Source: an optimization exercise on an open RTL-to-GDS flow (aim: a short achievable clock period and few clock cycles). Production flows keep margins and buffers that such runs may drop. RTL that was checked went through simulation tests only; none was proved equivalent to the original.

==> inputs of v1 <==
==> flow/design.v <==
`default_nettype none
module mips_add32
(
   input  logic [31:0] a,
   input  logic [31:0] b,
   input  logic        cin,
   output logic [31:0] s
);
   logic [31:0] x;
   logic [31:0] g [0:5];
   logic [31:0] p [0:5];
   assign x    = a ^ b;
   assign g[0] = (a & b) | {31'b0, x[0] & cin};
   assign p[0] = x;
   for (genvar k = 1; k <= 5; k++)
   begin : g_lvl
      for (genvar i = 0; i < 32; i++)
      begin : g_bit
         if (i >= (1 << (k - 1)))
         begin : g_op
            assign g[k][i] = g[k-1][i] | (p[k-1][i] & g[k-1][i - (1 << (k - 1))]);
            assign p[k][i] = p[k-1][i] & p[k-1][i - (1 << (k - 1))];
         end
         else
         begin : g_pass
            assign g[k][i] = g[k-1][i];
            assign p[k][i] = p[k-1][i];
         end
      end
   end
   assign s = x ^ {g[5][30:0], cin};
endmodule
`default_nettype wire
`default_nettype none
module mips_core
(
   input  logic                    clk,
   input  logic                    reset,
   input  logic [32-1:0]  mem_data,
   output logic                    mem_read,
   output logic                    mem_write,
   output logic [32-1:0]  adr,
   output logic [32-1:0]  write_data,
   output logic                    halted
);
   localparam logic [5:0] OP_R = 6'b000000, OP_J = 6'b000010, OP_BEQ = 6'b000100,
                          OP_BNE = 6'b000101, OP_ADDI = 6'b001000, OP_ORI = 6'b001101,
                          OP_LW = 6'b100011, OP_SW = 6'b101011, OP_HALT = 6'b111111;
   localparam logic [5:0] F_SUB = 6'b100010, F_AND = 6'b100100, F_OR = 6'b100101,
                          F_XOR = 6'b100110, F_NOR = 6'b100111, F_SLT = 6'b101010;
   localparam int PDW = 114;
   logic [5:0]  pc_f;
   logic        halted_r;
   logic [5:0]  adr_lo;
   logic        mem_read_r, mem_write_r;
   logic        m_cyc;
   logic        m_st;
   logic [4:0]  m_rt;
   logic [31:0] maddr;
   logic [31:0] wdata_r;
   logic           d_v, s_v;
   logic [PDW-1:0] d_pd, s_pd;
   logic        e_v;
   logic [31:0] e_a;     
   logic [31:0] e_b;     
   logic [31:0] e_bn;    
   logic [31:0] e_t;     
   logic [4:0]  e_dst;
   logic        e_we, e_ld, e_st, e_br, e_bne, e_pt, e_halt;
   logic        e_sel_add, e_sel_sub, e_sel_and, e_sel_or, e_sel_xor, e_sel_nor, e_sel_slt;
   logic [5:0]  e_pc, e_tgt;
   logic        w_we;
   logic [4:0]  w_dst;
   logic [31:0] w_res;
   logic [31:0] rf [1:31];
   logic [5:0]     f_op, f_fn;
   logic [4:0]     f_rs, f_rt, f_rd;
   logic [31:1]    f_rs_oh, f_rt_oh;
   logic           f_isr, f_pt, f_logic;
   logic [PDW-1:0] f_pd;
   assign f_op  = mem_data[31:26];
   assign f_rs  = mem_data[25:21];
   assign f_rt  = mem_data[20:16];
   assign f_rd  = mem_data[15:11];
   assign f_fn  = mem_data[5:0];
   assign f_isr = (f_op == OP_R);
   assign f_pt  = (f_op == OP_J)
                | ((f_op == OP_BEQ) & (f_rs == f_rt))
                | ((f_op == OP_BNE) & (f_rs != f_rt));
   assign f_logic = f_isr & ((f_fn == F_AND) | (f_fn == F_OR) | (f_fn == F_XOR)
                             | (f_fn == F_NOR) | (f_fn == F_SLT));
   always_comb
   begin
      for (int i = 1; i < 32; i++)
      begin
         f_rs_oh[i] = (f_rs == 5'(i));
         f_rt_oh[i] = (f_rt == 5'(i));
      end
   end
   assign f_pd = {
      f_pt,
      pc_f,
      f_rs_oh,
      f_rt_oh,
      f_rs,
      f_rt,
      f_isr ? f_rd : f_rt,    
      f_isr,
      (f_isr & (f_rd != 5'd0))
        | (((f_op == OP_ADDI) | (f_op == OP_ORI)) & (f_rt != 5'd0)),
      f_op == OP_LW,
      f_op == OP_SW,
      (f_op == OP_BEQ) | (f_op == OP_BNE),
      f_op == OP_BNE,
      f_op == OP_HALT,
      ~f_logic & ~(f_isr & (f_fn == F_SUB)) & (f_op != OP_ORI),
      f_isr & (f_fn == F_SUB),
      f_isr & (f_fn == F_AND),
      (f_isr & (f_fn == F_OR)) | (f_op == OP_ORI),
      f_isr & (f_fn == F_XOR),
      f_isr & (f_fn == F_NOR),
      f_isr & (f_fn == F_SLT),
      mem_data[15:0]
   };
   logic        d_pt, d_isr, d_we, d_ld, d_st, d_br, d_bne, d_halt;
   logic        d_sel_add, d_sel_sub, d_sel_and, d_sel_or, d_sel_xor, d_sel_nor, d_sel_slt;
   logic [5:0]  d_pc, s_pc;
   logic [31:1] d_rs_oh, d_rt_oh;
   logic [4:0]  d_rs, d_rt, d_dst;
   logic [15:0] d_imm;
   assign {d_pt, d_pc, d_rs_oh, d_rt_oh, d_rs, d_rt, d_dst, d_isr, d_we, d_ld, d_st,
           d_br, d_bne, d_halt, d_sel_add, d_sel_sub, d_sel_and, d_sel_or, d_sel_xor,
           d_sel_nor, d_sel_slt, d_imm} = d_pd;
   assign s_pc = s_pd[PDW-2:PDW-7];
   logic [31:0] sum_add, sum_sub, lres, lslt, res;
   logic        slt, eq, taken, mispred, e_go, go_m;
   mips_add32 add_u (.a(e_a), .b(e_b),  .cin(1'b0), .s(sum_add));
   mips_add32 sub_u (.a(e_a), .b(e_bn), .cin(1'b1), .s(sum_sub));
   assign slt     = (e_a[31] ^ e_t[31]) ? e_a[31] : sum_sub[31];
   assign lres    = ({32{e_sel_and}} & (e_a & e_b))
                  | ({32{e_sel_or}}  & (e_a | e_b))
                  | ({32{e_sel_xor}} & (e_a ^ e_b))
                  | ({32{e_sel_nor}} & ~(e_a | e_b));
   assign lslt    = lres | {31'b0, e_sel_slt & slt};
   assign res     = ({32{e_sel_add}} & sum_add) | ({32{e_sel_sub}} & sum_sub) | lslt;
   assign eq      = (e_a == e_t);
   assign taken   = e_bne ? ~eq : eq;
   assign e_go    = e_v;    
   assign mispred = e_go & e_br & (taken ^ e_pt);
   assign go_m    = e_go & (e_ld | e_st);
   logic [31:0] rf_a, rf_t, d_av, d_tv, d_bv;
   logic        ld_now;
   always_comb
   begin
      rf_a = '0;
      rf_t = '0;
      for (int i = 1; i < 32; i++)
      begin
         rf_a = rf_a | ({32{d_rs_oh[i]}} & rf[i]);
         rf_t = rf_t | ({32{d_rt_oh[i]}} & rf[i]);
      end
   end
   assign ld_now = m_cyc & ~m_st & (m_rt != 5'd0);
   logic sa_add, sa_sub, sa_e, sa_l, sa_w, sa_r;    
   logic st_add, st_sub, st_e, st_l, st_w, st_r;    
   logic sb_add, sb_sub, sb_e, sb_l, sb_w, sb_r, sb_i;    
   logic [PDW-1:0] nd_pd;
   logic [4:0]     nd_rs, nd_rt, nd_w_dst;
   logic           nd_isr, n_e_v, n_ld_now, n_w_we;
   logic           nf_a, nf_t, nl_a, nl_t, nw_a, nw_t;
   assign nd_pd    = m_cyc ? s_pd : go_m ? d_pd : f_pd;
   assign nd_rs    = nd_pd[44:40];
   assign nd_rt    = nd_pd[39:35];
   assign nd_isr   = nd_pd[29];
   assign n_e_v    = d_to_e & ~kill;
   assign n_ld_now = go_m & ~e_st & (e_dst != 5'd0);
   assign n_w_we   = (e_go & e_we) | ld_now;
   assign nd_w_dst = m_cyc ? m_rt : e_dst;
   assign nf_a = n_e_v & d_we & (d_dst == nd_rs);
   assign nf_t = n_e_v & d_we & (d_dst == nd_rt);
   assign nl_a = ~nf_a & n_ld_now & (e_dst == nd_rs);
   assign nl_t = ~nf_t & n_ld_now & (e_dst == nd_rt);
   assign nw_a = ~nf_a & ~nl_a & n_w_we & (nd_w_dst == nd_rs);
   assign nw_t = ~nf_t & ~nl_t & n_w_we & (nd_w_dst == nd_rt);
   always_ff @(posedge clk)
   begin
      if (reset)
      begin
         {sa_add, sa_sub, sa_e, sa_l, sa_w} <= '0;
         {st_add, st_sub, st_e, st_l, st_w} <= '0;
         {sb_add, sb_sub, sb_e, sb_l, sb_w, sb_i} <= '0;
         sa_r <= 1'b1;
         st_r <= 1'b1;
         sb_r <= 1'b1;
      end
      else
      begin
         sa_add <= nf_a & d_sel_add;
         sa_sub <= nf_a & d_sel_sub;
         sa_e   <= nf_a;
         sa_l   <= nl_a;
         sa_w   <= nw_a;
         sa_r   <= ~nf_a & ~nl_a & ~nw_a;
         st_add <= nf_t & d_sel_add;
         st_sub <= nf_t & d_sel_sub;
         st_e   <= nf_t;
         st_l   <= nl_t;
         st_w   <= nw_t;
         st_r   <= ~nf_t & ~nl_t & ~nw_t;
         sb_add <= nd_isr & nf_t & d_sel_add;
         sb_sub <= nd_isr & nf_t & d_sel_sub;
         sb_e   <= nd_isr & nf_t;
         sb_l   <= nd_isr & nl_t;
         sb_w   <= nd_isr & nw_t;
         sb_r   <= nd_isr & ~nf_t & ~nl_t & ~nw_t;
         sb_i   <= ~nd_isr;
      end
   end
   assign d_av = ({32{sa_add}} & sum_add) | ({32{sa_sub}} & sum_sub) | ({32{sa_e}} & lslt)
               | ({32{sa_l}} & mem_data) | ({32{sa_w}} & w_res) | ({32{sa_r}} & rf_a);
   assign d_tv = ({32{st_add}} & sum_add) | ({32{st_sub}} & sum_sub) | ({32{st_e}} & lslt)
               | ({32{st_l}} & mem_data) | ({32{st_w}} & w_res) | ({32{st_r}} & rf_t);
   assign d_bv = ({32{sb_add}} & sum_add) | ({32{sb_sub}} & sum_sub) | ({32{sb_e}} & lslt)
               | ({32{sb_l}} & mem_data) | ({32{sb_w}} & w_res) | ({32{sb_r}} & rf_t)
               | ({32{sb_i}} & {16'b0, d_imm});
   logic st_hit_d, st_hit_s;
   assign st_hit_d = m_st & d_v & (maddr[5:0] == d_pc);
   assign st_hit_s = m_st & s_v & (maddr[5:0] == s_pc);
   logic halt_now, kill;
   assign halt_now = (e_go & e_halt) | (m_cyc & d_v & d_halt & ~st_hit_d);
   assign kill     = halt_now | halted_r;
   logic [31:0] z_b;
   logic        z_cin, z_zero, z_case, z_taken, mispred_d;
   assign z_b    = e_sel_sub ? e_bn : e_b;
   assign z_cin  = e_sel_sub;
   assign z_zero = ((e_a ^ z_b) == {(e_a[30:0] | z_b[30:0]), z_cin});
   assign z_case = d_v & d_br & (e_sel_add | e_sel_sub)
                 & (((d_rt == 5'd0) & sa_e) | ((d_rs == 5'd0) & st_e));
   assign z_taken   = d_bne ? ~z_zero : z_zero;
   assign mispred_d = z_case & (z_taken ^ d_pt) & ~mispred & ~m_cyc;
   logic d_to_e;
   assign d_to_e = m_cyc ? (d_v & ~st_hit_d) : (d_v & ~mispred & ~go_m);
   logic [5:0] pc_n;
   always_comb
   begin
      if (m_cyc)
         pc_n = st_hit_d ? d_pc : st_hit_s ? s_pc : pc_f;
      else if (mispred)
         pc_n = taken ? e_tgt : e_pc + 6'd1;
      else if (mispred_d)
         pc_n = z_taken ? d_imm[5:0] : d_pc + 6'd1;
      else if (f_pt)
         pc_n = mem_data[5:0];
      else
         pc_n = pc_f + 6'd1;
   end
   always_ff @(posedge clk)
   begin
      if (reset)
      begin
         pc_f        <= '0;
         adr_lo      <= '0;
         mem_read_r  <= 1'b1;
         mem_write_r <= 1'b0;
         halted_r    <= 1'b0;
         m_cyc       <= 1'b0;
         m_st        <= 1'b0;
         d_v         <= 1'b0;
         s_v         <= 1'b0;
         e_v         <= 1'b0;
         w_we        <= 1'b0;
      end
      else
      begin
         pc_f        <= pc_n;
         adr_lo      <= go_m ? sum_add[5:0] : pc_n;
         mem_write_r <= go_m & e_st;
         mem_read_r  <= ~(go_m & e_st) & ~kill;
         halted_r    <= kill;
         m_cyc       <= go_m;
         m_st        <= go_m & e_st;
         e_v         <= d_to_e & ~kill;
         w_we        <= (e_go & e_we) | ld_now;
         if (m_cyc)
         begin
            d_v <= s_v & ~st_hit_d & ~st_hit_s & ~kill;
            s_v <= 1'b0;
         end
         else if (go_m)
         begin
            s_v <= ~kill;
         end
         else
         begin
            d_v <= ~mispred & ~mispred_d & ~kill;
         end
      end
   end
   always_ff @(posedge clk)
   begin
      d_pd <= nd_pd;
      if (go_m)
         s_pd <= f_pd;
   end
   always_ff @(posedge clk)
   begin
      maddr     <= sum_add;
      wdata_r   <= e_t;
      m_rt      <= e_dst;
      e_a       <= d_av;
      e_t       <= d_tv;
      e_b       <= d_bv;
      e_bn      <= ~d_tv;
      e_dst     <= d_dst;
      e_we      <= d_we;
      e_ld      <= d_ld;
      e_st      <= d_st;
      e_br      <= d_br;
      e_bne     <= d_bne;
      e_pt      <= d_pt ^ mispred_d;    
      e_halt    <= d_halt;
      e_pc      <= d_pc;
      e_tgt     <= d_imm[5:0];
      e_sel_add <= d_sel_add;
      e_sel_sub <= d_sel_sub;
      e_sel_and <= d_sel_and;
      e_sel_or  <= d_sel_or;
      e_sel_xor <= d_sel_xor;
      e_sel_nor <= d_sel_nor;
      e_sel_slt <= d_sel_slt;
      w_dst     <= m_cyc ? m_rt : e_dst;
      w_res     <= m_cyc ? mem_data : res;
   end
   always_ff @(posedge clk)
   begin
      if (w_we)
         rf[w_dst] <= w_res;
   end
   assign mem_write  = mem_write_r;
   assign mem_read   = mem_read_r;
   assign adr        = {maddr[31:6], adr_lo};
   assign write_data = wdata_r;
   assign halted     = halted_r;
endmodule
`default_nettype wire
==> flow/flow/run.sh <==
#!/bin/bash
# Standard ORFS layout, with the setup repair aiming past the design's period
# (so the achieved period is as short as the repair can make it) and free to
# resize cells to other footprints.
set -euo pipefail
bash standard.sh SETUP_SLACK_MARGIN=7 MATCH_CELL_FOOTPRINT=0 finish > standard_flow.log 2>&1
==> flow/standard.sh <==
#!/bin/bash
# synth_recipe.tcl (not shown) runs the flow's synth.tcl, then flattens the netlist and writes it again
# the make line also repeats each setting of config.mk as NAME=value (left out here)
make -C /OpenROAD-flow-scripts/flow DESIGN_CONFIG=/design/flow/config.mk WORK_HOME=/design/flow/orfs CLKGATE_MAP_FILE= SYNTH_SCRIPT=/design/flow/synth_recipe.tcl "${@:-finish}"
==> flow/config.mk <==
export PLATFORM = sky130hd
export DESIGN_NAME = mips_core
export DESIGN_NICKNAME = mips_core
export VERILOG_FILES = /design/flow/design.v
export SDC_FILE = /design/flow/constraint.sdc
export NUM_CORES = 4
export LEC_CHECK = 0
export ABC_CLOCK_PERIOD_IN_PS = 3000
export CAP_MARGIN = 40
export CORE_MARGIN = 2
export CORE_UTILIZATION = 40
export SETUP_SLACK_MARGIN = 5
export SLEW_MARGIN = 60
export TNS_END_PERCENT = 100
==> flow/constraint.sdc <==
create_clock -name core_clock -period 10.5 [get_ports {clk}]
set_input_delay 2.1000 -clock core_clock [delete_from_list [all_inputs] [get_ports {clk}]]
set_output_delay 2.1000 -clock core_clock [all_outputs]
set_load 0.01 [all_outputs]
==> v7 (differences from v1) <==
--- a/flow/design.v
+++ b/flow/design.v
@@ -171,2 +171,5 @@
    assign nd_pd    = m_cyc ? s_pd : go_m ? d_pd : f_pd;
+   logic [PDW-1:0] nd_pd_ao;
+   assign nd_pd_ao = ({PDW{m_cyc}} & s_pd) | ({PDW{~m_cyc & go_m}} & d_pd)
+                   | ({PDW{~m_cyc & ~go_m}} & f_pd);
    assign nd_rs    = nd_pd[44:40];
@@ -242,16 +245,16 @@
    assign d_to_e = m_cyc ? (d_v & ~st_hit_d) : (d_v & ~mispred & ~go_m);
-   logic [5:0] pc_n;
-   always_comb
-   begin
-      if (m_cyc)
-         pc_n = st_hit_d ? d_pc : st_hit_s ? s_pc : pc_f;
-      else if (mispred)
-         pc_n = taken ? e_tgt : e_pc + 6'd1;
-      else if (mispred_d)
-         pc_n = z_taken ? d_imm[5:0] : d_pc + 6'd1;
-      else if (f_pt)
-         pc_n = mem_data[5:0];
-      else
-         pc_n = pc_f + 6'd1;
-   end
+   logic [5:0] pc_n, pc_other, pc_inc, adr_n;
+   logic       p_fetch;
+   assign p_fetch  = ~m_cyc & ~mispred;
+   assign pc_inc   = pc_f + 6'd1;
+   assign pc_other = m_cyc ? (st_hit_d ? d_pc : st_hit_s ? s_pc : pc_f)
+                   : mispred ? (taken ? e_tgt : e_pc + 6'd1)
+                   : (z_taken ? d_imm[5:0] : d_pc + 6'd1);    
+   assign pc_n  = ({6{p_fetch & ~mispred_d & f_pt}}  & mem_data[5:0])
+                | ({6{p_fetch & ~mispred_d & ~f_pt}} & pc_inc)
+                | ({6{~p_fetch | mispred_d}}        & pc_other);
+   assign adr_n = ({6{go_m}} & sum_add[5:0])
+                | ({6{~go_m & p_fetch & ~mispred_d & f_pt}}  & mem_data[5:0])
+                | ({6{~go_m & p_fetch & ~mispred_d & ~f_pt}} & pc_inc)
+                | ({6{~go_m & (~p_fetch | mispred_d)}}      & pc_other);
    always_ff @(posedge clk)
@@ -275,3 +278,3 @@
          pc_f        <= pc_n;
-         adr_lo      <= go_m ? sum_add[5:0] : pc_n;
+         adr_lo      <= adr_n;
          mem_write_r <= go_m & e_st;
@@ -300,3 +303,3 @@
    begin
-      d_pd <= nd_pd;
+      d_pd <= nd_pd_ao;
       if (go_m)
==> v2 (differences from v1) <==
--- a/flow/design.v
+++ b/flow/design.v
@@ -150,3 +150,4 @@
    assign go_m    = e_go & (e_ld | e_st);
-   logic [31:0] rf_a, rf_t, d_av, d_tv, d_bv;
+   logic [31:0] rf_a, rf_t, o_a, o_t, o_b, d_av, d_tv, d_bv;
+   logic        f_a, f_t, f_b;
    logic        ld_now;
@@ -163,64 +164,16 @@
    assign ld_now = m_cyc & ~m_st & (m_rt != 5'd0);
-   logic sa_add, sa_sub, sa_e, sa_l, sa_w, sa_r;    
-   logic st_add, st_sub, st_e, st_l, st_w, st_r;    
-   logic sb_add, sb_sub, sb_e, sb_l, sb_w, sb_r, sb_i;    
-   logic [PDW-1:0] nd_pd;
-   logic [4:0]     nd_rs, nd_rt, nd_w_dst;
-   logic           nd_isr, n_e_v, n_ld_now, n_w_we;
-   logic           nf_a, nf_t, nl_a, nl_t, nw_a, nw_t;
-   assign nd_pd    = m_cyc ? s_pd : go_m ? d_pd : f_pd;
-   assign nd_rs    = nd_pd[44:40];
-   assign nd_rt    = nd_pd[39:35];
-   assign nd_isr   = nd_pd[29];
-   assign n_e_v    = d_to_e & ~kill;
-   assign n_ld_now = go_m & ~e_st & (e_dst != 5'd0);
-   assign n_w_we   = (e_go & e_we) | ld_now;
-   assign nd_w_dst = m_cyc ? m_rt : e_dst;
-   assign nf_a = n_e_v & d_we & (d_dst == nd_rs);
-   assign nf_t = n_e_v & d_we & (d_dst == nd_rt);
-   assign nl_a = ~nf_a & n_ld_now & (e_dst == nd_rs);
-   assign nl_t = ~nf_t & n_ld_now & (e_dst == nd_rt);
-   assign nw_a = ~nf_a & ~nl_a & n_w_we & (nd_w_dst == nd_rs);
-   assign nw_t = ~nf_t & ~nl_t & n_w_we & (nd_w_dst == nd_rt);
-   always_ff @(posedge clk)
-   begin
-      if (reset)
-      begin
-         {sa_add, sa_sub, sa_e, sa_l, sa_w} <= '0;
-         {st_add, st_sub, st_e, st_l, st_w} <= '0;
-         {sb_add, sb_sub, sb_e, sb_l, sb_w, sb_i} <= '0;
-         sa_r <= 1'b1;
-         st_r <= 1'b1;
-         sb_r <= 1'b1;
-      end
-      else
-      begin
-         sa_add <= nf_a & d_sel_add;
-         sa_sub <= nf_a & d_sel_sub;
-         sa_e   <= nf_a;
-         sa_l   <= nl_a;
-         sa_w   <= nw_a;
-         sa_r   <= ~nf_a & ~nl_a & ~nw_a;
-         st_add <= nf_t & d_sel_add;
-         st_sub <= nf_t & d_sel_sub;
-         st_e   <= nf_t;
-         st_l   <= nl_t;
-         st_w   <= nw_t;
-         st_r   <= ~nf_t & ~nl_t & ~nw_t;
-         sb_add <= nd_isr & nf_t & d_sel_add;
-         sb_sub <= nd_isr & nf_t & d_sel_sub;
-         sb_e   <= nd_isr & nf_t;
-         sb_l   <= nd_isr & nl_t;
-         sb_w   <= nd_isr & nw_t;
-         sb_r   <= nd_isr & ~nf_t & ~nl_t & ~nw_t;
-         sb_i   <= ~nd_isr;
-      end
-   end
-   assign d_av = ({32{sa_add}} & sum_add) | ({32{sa_sub}} & sum_sub) | ({32{sa_e}} & lslt)
-               | ({32{sa_l}} & mem_data) | ({32{sa_w}} & w_res) | ({32{sa_r}} & rf_a);
-   assign d_tv = ({32{st_add}} & sum_add) | ({32{st_sub}} & sum_sub) | ({32{st_e}} & lslt)
-               | ({32{st_l}} & mem_data) | ({32{st_w}} & w_res) | ({32{st_r}} & rf_t);
-   assign d_bv = ({32{sb_add}} & sum_add) | ({32{sb_sub}} & sum_sub) | ({32{sb_e}} & lslt)
-               | ({32{sb_l}} & mem_data) | ({32{sb_w}} & w_res) | ({32{sb_r}} & rf_t)
-               | ({32{sb_i}} & {16'b0, d_imm});
+   assign o_a = (ld_now & (m_rt == d_rs)) ? mem_data
+              : (w_we & (w_dst == d_rs))  ? w_res : rf_a;
+   assign o_t = (ld_now & (m_rt == d_rt)) ? mem_data
+              : (w_we & (w_dst == d_rt))  ? w_res : rf_t;
+   assign o_b = d_isr ? o_t : {16'b0, d_imm};
+   assign f_a = e_v & e_we & (e_dst == d_rs);
+   assign f_t = e_v & e_we & (e_dst == d_rt);
+   assign f_b = f_t & d_isr;
+   assign d_av = ({32{f_a & e_sel_add}} & sum_add) | ({32{f_a & e_sel_sub}} & sum_sub)
+               | ({32{f_a}} & lslt) | ({32{~f_a}} & o_a);
+   assign d_tv = ({32{f_t & e_sel_add}} & sum_add) | ({32{f_t & e_sel_sub}} & sum_sub)
+               | ({32{f_t}} & lslt) | ({32{~f_t}} & o_t);
+   assign d_bv = ({32{f_b & e_sel_add}} & sum_add) | ({32{f_b & e_sel_sub}} & sum_sub)
+               | ({32{f_b}} & lslt) | ({32{~f_b}} & o_b);
    logic st_hit_d, st_hit_s;
@@ -237,3 +190,3 @@
    assign z_case = d_v & d_br & (e_sel_add | e_sel_sub)
-                 & (((d_rt == 5'd0) & sa_e) | ((d_rs == 5'd0) & st_e));
+                 & (((d_rt == 5'd0) & f_a) | ((d_rs == 5'd0) & f_t));
    assign z_taken   = d_bne ? ~z_zero : z_zero;
@@ -300,3 +253,6 @@
    begin
-      d_pd <= nd_pd;
+      if (m_cyc)
+         d_pd <= s_pd;
+      else if (~go_m)
+         d_pd <= f_pd;
       if (go_m)
==> flow/flow/run.sh (replaced) <==
#!/bin/bash
# Standard ORFS layout with a larger setup repair margin: the repair keeps
# working past the design's period so the achieved period is as short as it can make it.
set -euo pipefail
bash standard.sh SETUP_SLACK_MARGIN=7 finish > standard_flow.log 2>&1
CAP_MARGIN = 20   (was 40)
SLEW_MARGIN = 20   (was 60)
==> results.txt <==
Arrival @ worst endpoint 4.27 ns; met3 Usage GRT 14.9%; outcome no timing/DRC/antenna violations; peak supply drop 0.188 mV; area grow syn2layout 17.1%; CP endpoint adr_lo[5]$_SDFF_PP0_; FF-to-FF setup slack 6.94 ns; CP bufs+invs 3; reg2reg end adr_lo[5]$_SDFF_PP0_; Setup CP Type register to register; complex-gate fraction of the synthesized area 20.1%; fin nets 5,665; post-synthesis mux area share 2.02%; number of diodes 12; clock-cell share of area 6.66%
-- figures above: v7

==> results.txt <==
outcome no timing/DRC/antenna violations; reg2reg end e_a[17]$_DFF_P_; FF-to-FF setup slack 6.79 ns; fin nets 5,327; complex-gate fraction of the synthesized area 19.1%; number of flops mapped to enable cells by yosys 1,220; met3 Usage GRT 14.5%; clock-cell share of area 6.77%; CP endpoint e_a[17]$_DFF_P_; RSZ-0062 raised after global routing true; clock buffer count 206; Setup CP Type register to register; number of diodes 12; peak supply drop 0.142 mV; hold wc startpoint d_pd[19]$_DFFE_PP_
-- figures above: v2

==> results.txt <==
area grow syn2layout 17.2%; outcome no timing/DRC/antenna violations; met3 Usage GRT 14.8%; number of diodes 8; reg2reg end e_t[22]$_DFF_P_; CP endpoint adr_lo[5]$_SDFF_PP0_; CP bufs+invs 3; peak supply drop 0.133 mV; clock-cell share of area 6.58%
-- figures above: v1

Testbench counts of v7, summed over its fixed seeds: cycles 9,341.
Testbench counts of v2, summed over its fixed seeds: cycles 9,341.
The RTL of v1 was laid out without a check of its function.

## what the ideal ports hide
The flow's constraints put no driver on any port. The routed layouts listed below were extracted and timed again, unchanged, in two steps. Step 1 sets driving cells, clkbuf_16 on the clock port and buf_2 on the other inputs (assumed; they add their load-dependent delay and slew). Step 2, shift: input delay + t, output delay - t, t = (earliest + latest rising clock arrival at the registers) / 2. This alone moves slack from input paths to output paths. a / b / c = ideal ports / drivers / drivers and shift; a / b = the first two.
run	shift t [ns]	setup slack, ns	worst hold slack (ns)	latest minus earliest clock arrival (ns)	worst register clock-pin slew, ns
v1	0.902	6.694 / 6.740 / 5.838	0.339 / 0.339 / 0.339	0.060 / 0.060	0.07 / 0.07
v7	0.903	6.939 / 6.939 / 6.143	0.352 / 0.352 / 0.352	0.049 / 0.049	0.07 / 0.07
v2	0.887	6.791 / 6.791 / 6.213	0.337 / 0.337 / 0.337	0.059 / 0.059	0.07 / 0.07
After both steps setup and hold are still met in every run listed. For v1, which loses most, drivers alone change the setup slack by +0.046 ns; drivers and shift together by -0.856 ns.
